Context: an optimization exercise on an open-source flow, tuned for small area, a short achievable clock period and few clock cycles per item. The choices shown serve that exercise and are no tape-out recipe.
The RTL of this run was laid out without a check of its function.
Power and IR drop assume default switching activity.

## config.mk

```make
export PLATFORM = sky130hd
export DESIGN_NAME = lzw_dict_cam
export DESIGN_NICKNAME = lzw_dict_cam
export VERILOG_FILES = /design/flow/design.v
export SDC_FILE = /design/flow/constraint.sdc
export NUM_CORES = 4
export LEC_CHECK = 0
export ABC_CLOCK_PERIOD_IN_PS = 2500
export CAP_MARGIN = 20
export CORE_MARGIN = 2
export CORE_UTILIZATION = 40
export PLACE_DENSITY = 0.6
export SETUP_SLACK_MARGIN = 3.0
export SLEW_MARGIN = 20
```

## run.sh

```bash
#!/bin/bash
# synth_recipe.tcl (not shown) runs the flow's synth.tcl, then flattens the netlist and writes it again
# the make line also repeats each setting of config.mk as NAME=value (left out here)
make -C /OpenROAD-flow-scripts/flow DESIGN_CONFIG=/design/flow/config.mk WORK_HOME=/design/flow/orfs CLKGATE_MAP_FILE= SYNTH_SCRIPT=/design/flow/synth_recipe.tcl finish
```

## constraint.sdc

```tcl
create_clock -name core_clock -period 6.0 [get_ports {clk}]
set_input_delay 1.2000 -clock core_clock [delete_from_list [all_inputs] [get_ports {clk}]]
set_output_delay 1.2000 -clock core_clock [all_outputs]
set_load 0.01 [all_outputs]
```

## design.v

```verilog
package lzw_cam_pkg;
   function automatic integer count_width(input integer n);
      count_width = $clog2(n + 1);
   endfunction
endpackage
module lzw_cam_entry #(
   parameter int KEY_W = 20,
   parameter int GS    = 8,
   parameter int GI_W  = 3,
   localparam int GO_W = (GS == 1) ? 1 : GI_W
) (
   input  logic             clk,
   input  logic [GS-1:0]    we,
   input  logic [GS-1:0]    valid,
   input  logic [KEY_W-1:0] key,
   output logic             ghit,
   output logic [GO_W-1:0]  gidx
);
   logic [KEY_W-1:0] stored [GS];
   logic [GS-1:0]    match;
   for (genvar i = 0; i < GS; i++) begin : g_e
      always_ff @(posedge clk) begin
         if (we[i]) begin
            stored[i] <= key;
         end
      end
      assign match[i] = valid[i] && (stored[i] == key);
   end
   always_comb begin
      ghit = |match;
      gidx = '0;
      if (GS > 1) begin
         for (int i = 0; i < GS; i++) begin
            if (match[i]) gidx = gidx | GO_W'(i);
         end
      end
   end
endmodule
module lzw_dict_cam #(
   parameter int  DATA_W    = 8,
   parameter int  CODE_W    = 12,
   parameter int  NUM_ENTRY = 64,
   parameter int  BASE_CODE = 256,
   localparam int CNT_W     = lzw_cam_pkg::count_width(NUM_ENTRY)
) (
   input  logic                 clk,
   input  logic                 rst,
   input  logic                 req_valid,
   output logic                 req_ready,
   input  logic [CODE_W-1:0]    req_prefix,
   input  logic [DATA_W-1:0]    req_sym,
   input  logic                 req_insert,
   output logic                 rsp_valid,
   input  logic                 rsp_ready,
   output logic                 rsp_hit,
   output logic [CODE_W-1:0]    rsp_code,
   output logic                 rsp_inserted,
   output logic                 rsp_dict_reset,
   input  logic                 clear,
   output logic                 full,
   output logic [CNT_W-1:0]     count
);
   localparam int IDX_W = $clog2(NUM_ENTRY);
   localparam int KEY_W = CODE_W + DATA_W;
   localparam int GS    = 1;                   
   localparam int NG    = NUM_ENTRY / GS;
   localparam int GI_W  = (GS > 1) ? $clog2(GS) : 1;
   localparam int GN_W  = IDX_W - $clog2(GS);
   if (BASE_CODE + NUM_ENTRY > (1 << CODE_W)) begin : g_code_range_check
      $error("lzw_dict_cam: BASE_CODE + NUM_ENTRY exceeds the code space");
   end
   logic [IDX_W-1:0]  lvl;
   logic              rv;         
   logic              clr_p;      
   logic              r_ins;      
   logic [NG-1:0]     r_ghit;     
   logic [GI_W-1:0]   r_gidx [NG];
   logic              hit;
   logic [IDX_W-1:0]  hit_idx;
   logic              commit;
   logic              hold;
   logic              clr_now;
   logic [IDX_W-1:0]  lvl_p1;
   logic [NUM_ENTRY-1:0] oh0, oh1, th0, th1;
   logic [KEY_W-1:0]  key_in;
   logic [NUM_ENTRY-1:0] valid;
   logic [NUM_ENTRY-1:0] we;
   logic [NG-1:0]     ghit;
   logic [GI_W-1:0]   gidx [NG];
   always_comb begin
      hit     = |r_ghit;
      hit_idx = '0;
      for (int g = 0; g < NG; g++) begin
         if (r_ghit[g]) hit_idx = hit_idx | IDX_W'(g * GS);
         if (GS > 1) hit_idx = hit_idx | IDX_W'(r_gidx[g]);
      end
   end
   assign commit    = r_ins && !hit;
   assign hold      = rv && !rsp_ready;
   assign req_ready = !hold;
   assign clr_now   = clear || clr_p;
   assign lvl_p1    = lvl + IDX_W'(1);
   assign key_in    = {req_prefix, req_sym};
   always_comb begin
      for (int i = 0; i < NUM_ENTRY; i++) begin
         oh0[i] = (lvl == IDX_W'(i));
         oh1[i] = (lvl_p1 == IDX_W'(i));
         th0[i] = (IDX_W'(i) < lvl);
         th1[i] = (IDX_W'(i) < lvl_p1);
      end
      for (int i = 0; i < NUM_ENTRY; i++) begin
         valid[i] = !clr_now && (commit ? th1[i] : th0[i]);
         we[i]    = (commit ? oh1[i] : oh0[i]) || (i == 0 && clr_now);
      end
   end
   for (genvar g = 0; g < NG; g++) begin : g_grp
      lzw_cam_entry #(.KEY_W(KEY_W), .GS(GS), .GI_W(GI_W)) u_grp (
         .clk   (clk),
         .we    (we[g*GS +: GS]),
         .valid (valid[g*GS +: GS]),
         .key   (key_in),
         .ghit  (ghit[g]),
         .gidx  (gidx[g])
      );
   end
   always_ff @(posedge clk or posedge rst) begin
      if (rst) begin
         rv    <= 1'b0;
         r_ins <= 1'b0;
         lvl   <= '0;
         clr_p <= 1'b0;
      end else begin
         rv <= req_valid || hold;
         if (!hold) begin
            r_ins <= req_valid && req_insert;
         end
         if (hold) begin
            clr_p <= clr_p || clear;
         end else begin
            clr_p <= 1'b0;
            lvl   <= clr_now ? '0 : commit ? lvl_p1 : lvl;
         end
      end
   end
   always_ff @(posedge clk) begin
      if (!hold) begin
         r_ghit <= ghit;
         for (int g = 0; g < NG; g++) r_gidx[g] <= gidx[g];
      end
   end
   assign rsp_valid      = rv;
   assign rsp_hit        = hit;
   assign rsp_inserted   = commit;
   assign rsp_dict_reset = commit && (lvl == IDX_W'(NUM_ENTRY - 1));
   assign full           = commit && (lvl == IDX_W'(NUM_ENTRY - 1));
   assign count          = commit ? {lvl == IDX_W'(NUM_ENTRY - 1), lvl_p1} : {1'b0, lvl};
   always_comb begin
      rsp_code = '0;
      rsp_code[$clog2(BASE_CODE)] = hit || r_ins;
      rsp_code[IDX_W-1:0] = hit_idx | (lvl & {IDX_W{commit}});
   end
endmodule
```

==> results.txt <==
## synthesized netlist by cell type, drive strengths merged (32+ instances only)
master / number / area [um^2]
edfxtp: 1323 / 39700
xnor2: 733 / 6420
xor2: 537 / 4700
nand4: 203 / 1280
nor4: 200 / 1310
buf: 105 / 488
clkbuf: 99 / 372
nand3: 89 / 445
nor3: 66 / 340
nand2: 56 / 210
nor2: 48 / 180
o21ai: 32 / 164
## stage by stage
stage	instance area, um^2	hold WS (ns)
5_1_grt	73300	0.726
6_report	73300	0.677
2_1_floorplan	58000	0.622
3_3_place_gp	61400	0.675
3_5_place_dp	61400	0.676
4_1_cts	70600	0.683
## registers in the layout, summed over array words and instances, names as in the netlist
name	cells
g_grp.u_grp.stored	1260
clr_p	1
rv	1
r_ins	1
lvl	6
r_ghit	63
## kinds of logic (layout without fill, tap and decap cells)
| family | count (synthesis) | in the layout | share of synthesized area, % |
|---|---|---|---|
| other | 1 | 5 | 0.00652 |
| AO/OA/AOI/OAI | 171 | 194 | 2.16 |
| multiplexers | 4 | 4 | 0.0740 |
| adder cells (fa/ha/maj) | 6 | 6 | 0.131 |
| flip-flops | 1332 | 1332 | 69.5 |
| buffers and inverters | 218 | 778 | 1.59 |
| AND/OR/NAND/NOR | 722 | 759 | 7.22 |
| XOR/XNOR | 1270 | 1270 | 19.3 |
## cell type report
type	count	area [um^2]	share of cell area, %
Clock buffer	172	3710	5.06
Clock inverter	81	722	0.984
Inverter	14	110	0.150
Multi-Input combinational cell	2238	19600	26.7
Sequential cell	1332	40000	54.5
Tap cell	1903	2380	3.25
Timing Repair Buffer	509	6870	9.36
Timing Repair inverter	2	32.5	0.0444
## worst reg2reg max path, delay by kind of cell (launching register included)
family / cells / cell delay [ns]
flops: 1 / 0.43
simple gates: 4 / 1.15
compound gates: 1 / 0.14
buf+inv: 14 / 1.75
## per-layer routing
layer  part of all wire [%]  global-route usage (%)  wire length [um]
met5                 0.0082                       0                14
met4                    3.7                    8.52              6430
met3                    6.5                    3.30             11200
met2                     46                    35.4             78600
met1                     44                    32.0             75200
## worst max-delay path by stage
| stage | startpoint | end | slack, ns |
|---|---|---|---|
| 2_1_floorplan | rsp_ready | req_ready | 2.64 |
| 3_3_place_gp | r_ghit[59] | count[2] | 1.24 |
| 3_5_place_dp | r_ghit[6] | count[2] | 1.37 |
| 4_1_cts | r_ghit[53] | rsp_code[0] | 1.70 |
| 5_1_grt | r_ghit[39] | count[4] | 1.66 |
| 6_report | r_ghit[57] | count[4] | 1.71 |
## report_power, final
part | internal, mW | total (mW) | switching [mW] | leakage [nW]
logic | 0.361 | 1.06 | 0.700 | 8.81
registers | 10.3 | 10.3 | 0.0269 | 12.1
clock network | 4.81 | 8.48 | 3.67 | 2.17
## timing repair
action	in CTS	in global routing
cloned	74	46
setup endpoints to repair	1345	1269
endpoints found under the hold margin	0	0
setup buffers	138	109
resized for setup	490	204
pin swaps	77	85
==> impl_results.md <==
* Outcome: timing/DRC/antenna clean
* Worst reg2reg path endpoint: g_grp[15].u_grp.stored[0][0]
* Clock Skews at 0.0182 ns
* Worst R2R Setup Slack at 2.24 ns
* Max Slew Vio Count at 0
* Post-synthesis register bit count at 1,332
* Netlist cell types at 70
* Die Area at 147,000 um^2
* Synthesized area per cell at 15.4 um^2
* Power Density at 270 nW/um^2
* Max-capacitance violation count at 0
* NumNets Final at 4,269
* CTS Sinks at 1,332
* Hold_sp: g_grp[39].u_grp.stored[0][7]
* Critical path class: reg -> out
* Antenna violations before repair at 2
* Hold Crit Class: reg -> reg
* Drt first pass iters at 5
* Dpl hpwl at 92,800 um
* Yosys Warn Count at 6
* Ant. Diodes at 0
* Hold EP: r_ghit[39]
* Cell area after synthesis at 57,500 um^2
* Leading cell type in the layout, fill and taps excluded: edfxtp_1
* Main flop type after synthesis: edfxtp_1
* Worst endpoint required time at 4.80 ns
* Crit-path slowest cell: edfxtp_1
* H-tree levels at 4
* Hold_buf cts at 0
* Initial Util at 40.2%
* Final setup violation count at 0
* Critical path data arrival time at 3.09 ns
* Clock latency (worst-skew pair) at 0.79 ns
* Crit-path max FO at 4
* First-pass GRT wire length at 241,000 um
* CP top delay family: simple AND/OR/NAND/NOR gates
* Tcrit/Tclk final at 71.4%
* Gr ovfl total at 0
* IO Pins at 51
* Max VDD drop at 0.293 mV
* Worst r2r src: r_ghit[57]
* R2r worst-path depth at 19
* Largest net degree at the start of global routing at 70
* Die X at 383 um
* CP Buf/Inv Count at 3
* Post-Syn Instances at 3,724
* Max-Slew Margin vs Limit at 20.8%
* Sequential fraction of the synthesis area at 69.5%
* Max frequency at 233 MHz
* Hold Fails Final Rpt at 0
* CTS Buffer Depth at 3
* Critical-path cell list: nor4_2 -> nand4_1 -> nor4_4 -> buf_4 -> buf_12 -> nand3_4 -> xnor2_4 -> buf_6
* FP Rows at 139
* Residual DRC at 0
* Die Height at 383 um
* Reg clk slew, reported paths at 0.06 ns
* RD Place Congestion at 0.944
* Fin util at 51.2%
* First-iteration detailed-routing DRC count at 3,483
* Share of cells above drive strength 1 at 23.4%
* Worst setup margin at 1.71 ns
* CTS tree: built
* Post-synth EDFFs at 1,323
* Min-Delay Path Depth at 3
* CTS root buf: clkbuf_16
* Lkg Pwr at 23.1 nW
* Critical path capture point type: primary output
* Placed cell count at 5,631
* Period minus WS final at 4.29 ns
* Vias in the first global route at 32,741
* Most frequent cells in the layout: edfxtp_1, xnor2_1, xor2_1
* Tightest Pin Transition at 1.18 ns
* Dpl ws at 1.37 ns
* Setup_tns at 0 ns
* Levels on crit path at 8
* Wirelength per Cell at 27.4 um
* Async set-reset flop share out of synthesis at 0.676%
* RSZ-0062 raised after global routing: yes
* CP peak stage delay at 0.43 ns
* Core area at 143,000 um^2
* Vias at 34,167
* CTS Buf Count at 140
* Vias per inst at 5.47
* Overall power at 19.8 mW
* Antenna Nets Post-Route at 0
* Fillers at 11,638
* Gr usage total at 22.6%
* Final WL at 171,000 um
* Port bufs at 45
* CP startpoint kind: flip-flop
* Final Non-Filler Cells at 6,251
* Synth-to-layout area growth at 27.5%

port drivers added, routing unchanged:
How much do the figures lean on ideal ports? The routed layout below was timed once more, with nothing changed but the port constraints. Step 1, drivers: a clkbuf_16 drives clk and a buf_2 each remaining input, both assumed. Step 2 moves the port delays by t, midway between the first and last clock arrival at a register: inputs arrive t later, outputs are due t later. That takes back most of the time a late clock gives input paths. a / b / c = no drivers / after step 1 / after step 2; a / b = the first two.
t (ns): 0.865
slack for setup (ns): 1.714 / 1.633 / 1.972
worst hold slack (ns): 0.677 / 0.677 / 0.677
worst setup path at the end: input to register
After both steps setup and hold are still met in this run. The setup slack of this run moves by -0.081 ns with the drivers and by +0.258 ns with both steps.
